From an optimization exercise on the open Yosys and OpenROAD flow, aimed at small area and a short achievable clock period; shortcuts taken in it are not production practice.
The RTL was checked by simulation tests, not by an equivalence proof against the original design.
Power and IR drop assume default switching activity.

==> design.v <==
module mem_test_ram_responder #(
    parameter int DATUM_WIDTH   = 8,
    parameter int ADDR_WIDTH    = 8,
    parameter int WRITE_LATENCY = 1,
    parameter int READ_LATENCY  = 2
) (
    input  logic                   i_clk,
    input  logic                   i_rst_n_async,
    input  logic                   i_wr_req,
    input  logic                   i_rd_req,
    input  logic [ADDR_WIDTH-1:0]  i_address,
    input  logic [DATUM_WIDTH-1:0] i_memory_data_write,
    input  logic                   i_fault_ena,
    input  logic [ADDR_WIDTH-1:0]  i_fault_addr,
    input  logic [DATUM_WIDTH-1:0] i_fault_mask,
    output logic                   o_memory_write_ready,
    output logic                   o_memory_read_valid,
    output logic [DATUM_WIDTH-1:0] o_memory_data_read,
    output logic                   o_busy
);
    localparam int DEPTH = 2 ** ADDR_WIDTH;
    localparam int W     = DATUM_WIDTH;
    localparam int LO_W  = ADDR_WIDTH / 2;
    localparam int HI_W  = ADDR_WIDTH - LO_W;
    localparam int N_LO  = 2 ** LO_W;
    localparam int N_HI  = 2 ** HI_W;
    logic                   busy_r;
    logic                   write_ready_r;
    logic                   read_wait_r;
    logic                   read_valid_r;
    logic [W-1:0]           data_read_r;
    logic [N_HI-1:0]        hi_r;
    logic [N_HI*W-1:0]      cand_n_r;    
    logic [W-1:0]           mask_r;
    logic [DEPTH*W-1:0]     mem_r;
    logic [DEPTH*W-1:0]     mem_d_s;
    logic                   accept_wr_s;
    logic                   accept_rd_s;
    logic [N_LO-1:0]        lo_s;
    logic [N_HI-1:0]        hi_s;
    logic [N_HI*W-1:0]      cand_n_s;
    logic [W-1:0]           rd_word_s;
    assign accept_wr_s = !busy_r && i_wr_req;
    assign accept_rd_s = !busy_r && !i_wr_req && i_rd_req;
    assign lo_s = N_LO'(1) << i_address[LO_W-1:0];
    assign hi_s = N_HI'(1) << i_address[ADDR_WIDTH-1:LO_W];
    logic [N_LO-1:0]  wlo_s;
    logic [N_LO-1:0]  lo_n_s;
    logic [DEPTH-1:0] we_s;
    logic [DEPTH-1:0] we_n_s;
    assign wlo_s  = lo_s & {N_LO{accept_wr_s}};
    assign lo_n_s = ~lo_s;
    for (genvar k = 0; k < DEPTH; k++) begin : g_word
        assign we_n_s[k] = ~(hi_s[k / N_LO] & wlo_s[k % N_LO]);
        assign we_s[k]   = ~(~hi_s[k / N_LO] | ~wlo_s[k % N_LO]);
        for (genvar j = 0; j < W; j++) begin : g_bit
            rr_cell_a22o u_cell (
                .a1(mem_r[k*W+j]),          .a2(we_n_s[k]),
                .b1(i_memory_data_write[j]), .b2(we_s[k]),
                .x(mem_d_s[k*W+j])
            );
        end
    end
    always_ff @(posedge i_clk) begin
        mem_r <= mem_d_s;
    end
    for (genvar h = 0; h < N_HI; h++) begin : g_grp
        for (genvar j = 0; j < W; j++) begin : g_bit
            logic [N_LO/2-1:0] l0_s;
            logic [N_LO/4-1:0] l1_s;
            for (genvar p = 0; p < N_LO/2; p++) begin : g_l0
                rr_cell_o22ai u_cell (
                    .a1(lo_n_s[2*p]),   .a2(mem_r[(h*N_LO+2*p)*W+j]),
                    .b1(lo_n_s[2*p+1]), .b2(mem_r[(h*N_LO+2*p+1)*W+j]),
                    .y(l0_s[p])
                );
            end
            for (genvar p = 0; p < N_LO/4; p++) begin : g_l1
                rr_cell_nor2 u_cell (.a(l0_s[2*p+1:2*p]), .y(l1_s[p]));
            end
            rr_cell_nand4 u_l2 (.a(l1_s), .y(cand_n_s[h*W+j]));
        end
    end
    always_ff @(posedge i_clk) begin
        hi_r     <= hi_s;
        cand_n_r <= cand_n_s;
        mask_r   <= (i_fault_ena && (i_fault_addr == i_address)) ? i_fault_mask : '0;
    end
    always_comb begin
        rd_word_s = '1;
        for (int h = 0; h < N_HI; h++) begin
            rd_word_s = rd_word_s & ~({W{hi_r[h]}} & cand_n_r[h*W +: W]);
        end
        rd_word_s = rd_word_s ^ mask_r;
    end
    always_ff @(posedge i_clk or negedge i_rst_n_async) begin
        if (!i_rst_n_async) begin
            busy_r        <= 1'b0;
            write_ready_r <= 1'b0;
            read_wait_r   <= 1'b0;
            read_valid_r  <= 1'b0;
            data_read_r   <= '0;
        end else begin
            busy_r        <= accept_wr_s || accept_rd_s || read_wait_r;
            write_ready_r <= accept_wr_s;
            read_wait_r   <= accept_rd_s;
            read_valid_r  <= read_wait_r;
            if (read_wait_r) begin
                data_read_r <= rd_word_s;
            end
        end
    end
    assign o_memory_write_ready = write_ready_r;
    assign o_memory_read_valid  = read_valid_r;
    assign o_memory_data_read   = data_read_r;
    assign o_busy               = busy_r;
endmodule
module rr_cell_a22o (
    input  logic a1, a2, b1, b2,
    output logic x
);
    assign x = (a1 & a2) | (b1 & b2);
endmodule
module rr_cell_o22ai (
    input  logic a1, a2, b1, b2,
    output logic y
);
    assign y = ~((a1 | a2) & (b1 | b2));
endmodule
module rr_cell_nor2 (
    input  logic [1:0] a,
    output logic       y
);
    assign y = ~|a;
endmodule
module rr_cell_nand4 (
    input  logic [3:0] a,
    output logic       y
);
    assign y = ~&a;
endmodule
==> flow/run.sh <==
#!/bin/bash
# Standard ORFS layout (the standard.sh, unchanged synthesis, floorplan,
# placement and routing); only the clock tree synthesis arguments differ:
# no dummy loads for balancing, and larger sink clusters (fewer leaf buffers).
set -euo pipefail
bash standard.sh \
  "CTS_ARGS=-sink_clustering_enable -repair_clock_nets -dont_use_dummy_load -sink_clustering_size 22 -sink_clustering_max_diameter 120" \
  finish > standard_flow.log 2>&1
==> standard.sh <==
#!/bin/bash
# synth_recipe.tcl (not shown) runs the flow's synth.tcl, then flattens the netlist and writes it again
# the make line also repeats each setting of config.mk as NAME=value (left out here)
make -C /OpenROAD-flow-scripts/flow DESIGN_CONFIG=/design/flow/config.mk WORK_HOME=/design/flow/orfs CLKGATE_MAP_FILE= SYNTH_SCRIPT=/design/flow/synth_recipe.tcl "${@:-finish}"
==> config.mk <==
export PLATFORM = sky130hd
export DESIGN_NAME = mem_test_ram_responder
export DESIGN_NICKNAME = mem_test_ram_responder
export VERILOG_FILES = /design/flow/design.v
export SDC_FILE = /design/flow/constraint.sdc
export NUM_CORES = 4
export LEC_CHECK = 0
export ABC_CLOCK_PERIOD_IN_PS = 4500
export CAP_MARGIN = 20
export CORE_MARGIN = 2
export CORE_UTILIZATION = 40
export SETUP_SLACK_MARGIN = 3.0
export SLEW_MARGIN = 20
export SYNTH_HIERARCHICAL = 1
export SYNTH_MINIMUM_KEEP_SIZE = 0
==> constraint.sdc <==
create_clock -name core_clock -period 5.5 [get_ports {i_clk}]
set_input_delay 1.1000 -clock core_clock [delete_from_list [all_inputs] [get_ports {i_clk}]]
set_output_delay 1.1000 -clock core_clock [all_outputs]
set_load 0.01 [all_outputs]
==> results of run 1 <==
## critical path, stage by stage
cell and delay [ps]:
buf_2 390, and2_4 590, nand3_4 160, buf_12 250
o22ai_1 280, nor2_1 110, nand4_1 200
## metal layers
metal	GRT usage, %	up-vias
li1	-	27415
met1	37.7	31119
met2	42.0	2954
met3	4.52	557
met4	12.3	2
met5	0	-
## modules after synthesis (local to each module, per instance)
module,flip-flops and latches,cell area (um^2),copies in the design
mem_test_ram_responder,2212,47900,1
rr_cell_a22o,0,8.76,2048
rr_cell_nand4,0,6.26,128
rr_cell_nor2,0,3.75,512
rr_cell_o22ai,0,6.26,1024
## through the flow
stage | utilization (%) | worst slack [ps]
after global routing | 45.8 | 2930
after CTS | 45.6 | 2970
after global placement | 43.1 | 610
after floorplan | - | 2620
final | 45.8 | 2930
after detailed placement | 43.1 | 951
## cells by family after synthesis
family / count (synthesis)
AOI/OAI and AO/OA: 3145
xor gates and xnor gates: 16
DFF: 2212
and+or+nand+nor: 994
buffers and inverters: 330
## registers in the layout, summed over array words and instances, names as in the netlist
signal / count
mem_r: 2048
cand_n_r: 128
hi_r: 16
data_read_r: 8
mask_r: 8
busy_r: 1
read_valid_r: 1
read_wait_r: 1
write_ready_r: 1
## what timing repair did
item                                    4_1_cts  5_1_grt
resized for setup                           383       72
pin swaps                                    28       10
endpoints found under the setup margin     2207      699
buffers inserted                             62       14
gates cloned                                 25        7
## Yosys cell counts
| master | n | area, um^2 |
|---|---|---|
| a22o_1 | 2080 | 18200 |
| xor2_1 | 11 | 96.3 |
| clkinv_1 | 16 | 60.1 |
| clkbuf_1 | 17 | 63.8 |
| dfrtp_1 | 12 | 300 |
| nor3_4 | 2 | 32.5 |
| a21oi_1 | 8 | 40.0 |
| a221oi_1 | 32 | 280 |
| and2_1 | 9 | 56.3 |
| nor2b_1 | 6 | 37.5 |
| nor3b_1 | 1 | 7.51 |
| buf_2 | 34 | 170 |
| o22ai_1 | 1024 | 6410 |
| and3_1 | 1 | 6.26 |
| nand3_1 | 11 | 55.1 |
| clkbuf_2 | 1 | 5.00 |
| buf_1 | 1 | 3.75 |
| nand2_1 | 279 | 1050 |
| nor3_2 | 2 | 20.0 |
| dfxtp_1 | 2200 | 44000 |
| inv_2 | 2 | 7.51 |
| inv_1 | 254 | 953 |
| nand2b_1 | 2 | 12.5 |
| nand2_2 | 2 | 12.5 |
| nor2_2 | 6 | 37.5 |
| nor2_1 | 530 | 1990 |
| and2b_2 | 1 | 8.76 |
| and2b_1 | 2 | 15.0 |
| nor4_1 | 1 | 6.26 |
| nor2_4 | 1 | 11.3 |
| nand4_1 | 138 | 863 |
| buf_4 | 5 | 37.5 |
| xnor2_1 | 5 | 43.8 |
| o21bai_1 | 1 | 7.51 |
## power by group through the flow
| stage | Clock [mW] | Combinational, mW | Sequential [mW] |
|---|---|---|---|
| floorplan | 0 | 1.14 | 17.3 |
| global placement | 0 | 2.09 | 17.5 |
| detailed placement | 0 | 2.12 | 17.5 |
| CTS | 8.76 | 2.25 | 17.2 |
| finish | 8.68 | 2.33 | 17.2 |
| global route | 9.31 | 2.42 | 17.2 |
## how the worst max path moves through the flow
stage / slack (ps) / cells past startpoint / to / startpoint
final: 2930 / 7 / cand_n_r[51]$_DFF_P_ / i_address[2]
after global routing: 2930 / 8 / mem_r[1893]$_DFF_P_ / i_address[4]
after CTS: 2970 / 9 / cand_n_r[114]$_DFF_P_ / i_address[0]
after detailed placement: 950 / 7 / cand_n_r[78]$_DFF_P_ / i_address[2]
after global placement: 610 / 7 / mem_r[1947]$_DFF_P_ / i_address[1]
after floorplan: 2620 / 6 / cand_n_r[0]$_DFF_P_ / i_address[3]
## layout make-up
cell class                 instances  area, um^2  area share (%)
sequential                      2212       44300            52.1
tap                             2480        3100            3.65
multi-input combinational       4180       30800            36.2
antenna                            2        5.00         0.00588
timing repair buffer             237        2970            3.48
clock buffer                     110        2750            3.23
inverter                         272        1110            1.30
==> impl_metrics.yaml, run 1 <==
die:
  die_h_um: 437
  rows: 158
  ioPinCount: 48
  die_area_mm2: 0.191
  die_w_um: 437
  start_util_pct: 40.3
  coreArea_mm2: 0.186
final_layout:
  final_cell_mix: "dfxtp_1, a22o_1, o22ai_1"
  final_area_mm2: 0.0851
  final_nets: 7050
  drive_above_1_share_pct: 11.6
  finalNonFillerCells: 9493
  syn_to_final_growth_pct: 13.6
  final_common_cell: "dfxtp_1"
  n_fill_cell: 17123
worst_setup_path:
  critPathLaunchType: "primary input"
  worstSetupEndpointType: "register"
  r2r_slack_ps: 3040
  r2r_start: "busy_r$_DFF_PN0_"
  worstPathMaxFanout: 96
  worstPathRequired_ps: 6200
  arrival_ps: 3260
  worstSetupPathType: "primary input to register"
  reg2regPathDepth: 9
  r2r-end: "mem_r[378]$_DFF_P_"
grt:
  grt_max_degree: 133
  grt_util_all_layers_pct: 27.4
  grt_first_pass_wirelength_mm: 398
  antenna_found_initial: 8
  grt_pass1_vias: 58119
  overflow: 0
yosys:
  synth_xor_area_share_pct: 0.187
  synthAdderAreaFrac_pct: 0
  yosys_warnings: 7
  postSynthCellCount: 6697
  syn_nets: 6734
  synth_cell_type_count: 34
  syn_avg_cell_area_um2: 11.2
  muxShareOfSynthArea_pct: 0
  synth_compound_area_share_pct: 33.3
  synth_seq_cells: 2212
  synth_top_family_by_area: "compound AO/OA/AOI/OAI gates"
  syn-cell-area_mm2: 0.0750
  yosysSeqAreaShare_pct: 59.2
  synthSimpleGateAreaFrac_pct: 5.63
route:
  top_layer: "met5"
  first_iter_violations: 6686
  avgRoutedWirePerCell_um: 29.4
  wl_met1_mm: 118
  avgViaCountPerCell: 6.54
  ant_nets: 0
  route.detailed.drc: 0
  wl_met3_mm: 24.0
  firstDrtPassIters: 5
  vias: 62047
  wirelength_mm: 279
  dr_wl_met2_mm: 123
timing:
  hold_ws_ps: 488
  worst_slew_pin_slew_ps: 957
  hold_violations: 0
  period_share_pct: 46.7
  relSlewSlack_pct: 36.2
  fin_crit_ps: 2570
  maxSlewViolCount: 0
  fin_skew_ps: 68.7
  max_freq_mhz: 389
  finalSetupTns_ps: 0
  rsz0062_at_grt: "true"
  setup_viol: 0
power:
  p_comb_share_pct: 8.3
  peakVddDrop_v: 0.000281
  total_power_mw: 28.2
  p_int_mw: 21.2
  switching_share_pct: 24.8
  switching_power_mw: 7.00
  clock_power_share_pct: 30.8
  p_per_area_mw_per_mm2: 331
  p_leak_nw: 34.1
  seq_power_share_pct: 60.9
min_path:
  hold_class: "register to register"
  hp-start: "mem_r[1614]$_DFF_P_"
  hold-path-endpoint: "mem_r[1614]$_DFF_P_"
  hold_path_depth: 1
clock_tree:
  ctsHoldBuffers: 0
  htree_levels: 3
  cts_root_buf: "clkbuf_16"
  cts_tree: "done"
  cts.clk_slew.worst_paths_ps: 90
  numCtsBuffers: 110
  insertion_delay_ps: 790
  clock_sinks: 2212
  cts_max_path_buffers: 3
placement:
  gp_congestion: 0.850
  dpl.hpwl_mm: 157
  postPlaceCellArea_mm2: 0.0800
  dp.cells: 9273
  portBuffers: 47
status:
  status: "no timing/DRC/antenna violations"
flow_run:
  max_cap_violations: 0
==> run 2, diff against run 1 <==
==> flow/run.sh (replaced) <==
#!/bin/bash
# Standard ORFS layout (the standard.sh, unchanged synthesis, floorplan,
# placement and routing) with two arguments changed: the clock tree is built
# without dummy balancing loads and with larger sink clusters (fewer leaf
# buffers), and each port gets a buf_2 as its port buffer.
set -euo pipefail
bash standard.sh \
  "CTS_ARGS=-sink_clustering_enable -repair_clock_nets -dont_use_dummy_load -sink_clustering_size 22 -sink_clustering_max_diameter 120" \
  "BUFFER_PORTS_ARGS=-buffer_cell sky130_fd_sc_hd__buf_2" \
  finish > standard_flow.log 2>&1
--- a/config.mk
+++ b/config.mk
@@ -9,5 +9,5 @@
 export CAP_MARGIN = 20
 export CORE_MARGIN = 2
-export CORE_UTILIZATION = 40
+export CORE_UTILIZATION = 60
 export SETUP_SLACK_MARGIN = 3.0
 export SLEW_MARGIN = 20
==> run 2 against run 1 <==
Register-to-register slack got worse by 140 ps; final cell count is 9.5% lower; power is 0.95% lower; first-iteration DRC count increased by 22%; flip-flop and latch count unchanged; clock skew down 25 ps; critical path depth is 2 lower; design area decreased by 2.9%; non-clock buffer count is 61 lower; clock power decreased by 1%; synthesized area unchanged; critical endpoint is now data_read_r[3]$_DFFE_PN0P_.
==> impl_metrics.yaml, run 2 <==
placement:
  portBuffers: 47
  gp_congestion: 0.926
  dpl.hpwl_mm: 147
timing:
  rsz0062_at_grt: "true"
  fin_skew_ps: 43.9
  period_share_pct: 47.3
  finalSetupTns_ps: 0
  fin_crit_ps: 2600
  maxSlewViolCount: 0
  relSlewSlack_pct: 17.1
  worst_slew_pin_slew_ps: 1240
  hold_violations: 0
  max_freq_mhz: 385
  setup_viol: 0
grt:
  grt_pass1_vias: 57503
  grt_first_pass_wirelength_mm: 377
  overflow: 0
  antenna_found_initial: 3
  grt_util_all_layers_pct: 38.9
  grt_max_degree: 110
worst_setup_path:
  worstPathMaxFanout: 8
  reg2regPathDepth: 5
  worstSetupEndpointType: "register"
  worstPathRequired_ps: 6160
  worstSetupPathType: "register to register"
  critPathLaunchType: "register"
  arrival_ps: 3260
final_layout:
  final_cell_mix: "dfxtp_1, a22o_1, o22ai_1"
  final_nets: 6987
  fin_util_pct: 66.7
  reg_top3: "mem_r (2048), cand_n_r (128), hi_r (16)"
  final_common_cell: "dfxtp_1"
  syn_to_final_growth_pct: 10.2
  largest_register: "mem_r"
  drive_above_1_share_pct: 8.45
  largest_reg_flops: 2048
route:
  first_iter_violations: 8186
  avgViaCountPerCell: 7.20
  vias: 61844
  ant_nets: 0
  top_layer: "met5"
  wirelength_mm: 262
  route.detailed.drc: 0
  dr_wl_met2_mm: 111
  avgRoutedWirePerCell_um: 30.5
  wl_met3_mm: 29.8
  firstDrtPassIters: 6
  wl_met1_mm: 108
clock_tree:
  cts.clk_slew.worst_paths_ps: 90
  cts_root_buf: "clkbuf_16"
  ctsHoldBuffers: 0
  numCtsBuffers: 110
  htree_levels: 3
  cts_max_path_buffers: 3
  clock_sinks: 2212
  insertion_delay_ps: 760
  cts_tree: "done"
flow_run:
  max_cap_violations: 0
status:
  status: "no timing/DRC/antenna violations"
yosys:
  yosys_warnings: 7
  yosysTopAreaCell: "dfxtp_1"
  syn-cell-area_mm2: 0.0750
  syn_nets: 6734
  ys_top_cells_by_area: "dfxtp_1, a22o_1, o22ai_1"
  synth_edf_count: 0
  yosysTopAreaCellShare_pct: 58.8
  async_flop_share_pct: 0.542
  yosysSeqAreaShare_pct: 59.2
  ys.flop_type: "dfxtp_1"
  synth_cell_type_count: 34
  syn_avg_cell_area_um2: 11.2
  yosysMostFrequentCell: "dfxtp_1"
  postSynthCellCount: 6697
  synth_seq_cells: 2212
  netlist_top_cells_count: "dfxtp_1, a22o_1, o22ai_1"
die:
  die_w_um: 357
  die_h_um: 357
  rows: 129
  coreArea_mm2: 0.124
  start_util_pct: 60.5
  die_area_mm2: 0.128
  ioPinCount: 48
power:
  p_leak_nw: 33.6
  total_power_mw: 27.9
  p_per_area_mw_per_mm2: 338
  peakVddDrop_v: 0.000299
min_path:
  hold_class: "primary input to async pin"
==> run 2: changes by cell type in the layout (fill, tap and decap cells not counted), sizes merged, moves of 2 or more <==
cell           change
nand2              -5
buf               -39
clkdlybuf4s15      -2
dlygate4sd2        -2
nand3              +3
clkinvlp           -2
clkdlybuf4s50     -19
==> run 2: timing repair <==
item	4_1_cts	5_1_grt
buffers inserted	56	2
setup endpoints to repair	1968	727
pin swaps	13	5
cloned	20	6
resized for setup	54	65
==> run 2: Yosys stat by module (local to each module, per instance) <==
module	flip-flops and latches	cells	times used	cell area, um^2
rr_cell_nand4	0	1	128	6.26
rr_cell_nor2	0	1	512	3.75
mem_test_ram_responder	2212	2985	1	47900
rr_cell_o22ai	0	1	1024	6.26
rr_cell_a22o	0	1	2048	8.76
==> run 2: cell families (layout without fill, tap and decap cells) <==
kind of cell | Yosys count | after routing | share of synthesized area (%)
AO/OA/AOI/OAI | 3145 | 3145 | 33.3
flip-flops | 2212 | 2212 | 59.2
AND/OR/NAND/NOR | 994 | 1017 | 5.63
buffers and inverters | 330 | 558 | 1.74
XOR/XNOR | 16 | 16 | 0.187
other | 0 | 3 | 0
==> run 2: final timing paths <==
check / startpoint / endpoint / slack [ps]
min in group core_clock: busy_r$_DFF_PN0_ / read_wait_r$_DFF_PN0_ / 470
max: hi_r[10]$_DFF_P_ / data_read_r[3]$_DFFE_PN0P_ / 2900
max in group asynchronous: i_rst_n_async / data_read_r[6]$_DFFE_PN0P_ / 5070
max reg2reg: hi_r[10]$_DFF_P_ / data_read_r[3]$_DFFE_PN0P_ / 2900
min reg2reg: busy_r$_DFF_PN0_ / read_wait_r$_DFF_PN0_ / 470
min: i_rst_n_async / write_ready_r$_DFF_PN0_ / 210
==> run 2: per-layer routing <==
layer / vias up / track usage, %
met3: 624 / 7.29
li1: 27237 / -
met4: 2 / 15.7
met2: 3567 / 57.8
met1: 30414 / 55.8
met5: - / 0
==> run 2: report_power, final <==
group,internal (mW),leakage [nW],switching (mW)
clock,3.55,1.36,4.99
sequential,16.7,18.0,0.420
combinational,0.856,14.3,1.37
total,21.1,33.6,6.78
==> run 2: critical path, cell delays in order (launching register included) <==
cell	delay, ps
dfxtp_1	430
a22o_1	320
a221oi_1	960
nand4_1	420
xor2_1	250
a21oi_1	150
==> run 2: layout make-up <==
class	count	area [um^2]
Timing Repair Buffer	176	2010
Tap cell	1637	2050
Fill cell	9722	41200
Multi-Input combinational cell	4178	30400
Sequential cell	2212	44300
Clock buffer	110	2750
Inverter	272	1050
Antenna cell	3	7.51
==> run 2: stage by stage <==
step	instances	area, um^2	setup slack [ps]	hold WS (ps)
6_report	8588	82600	2900	213
4_1_cts	8577	82300	2960	188
3_3_place_gp	8391	78500	1590	466
3_5_place_dp	8391	78500	1470	460
5_1_grt	8585	82600	2940	195
2_1_floorplan	6697	75600	2620	352

[port drivers added, routing unchanged]
The results above use ideal ports. As a check the final layouts listed here were re-extracted and re-timed, cells and wires unchanged.
Step 1 sets driving cells, clkbuf_16 on the clock port and buf_2 on the other inputs (assumed; they add their load-dependent delay and slew).
Step 2 moves the port delays by t, midway between the first and last clock arrival at a register: inputs arrive t later, outputs are due t later. That takes back most of the time a late clock gives input paths.
Slacks: ideal / step 1 / step 2; pairs: ideal / step 1.
run	t, ns	setup slack, ns	worst data-port slew with drivers (ns)
run 1	0.841	2.932 / 2.925 / 2.084	0.22
run 2	0.818	2.901 / 2.901 / 2.127	0.05
After both steps setup and hold are still met in every run listed. The setup slack of run 1, which loses most, moves by -0.007 ns with the drivers and by -0.848 ns with both steps.
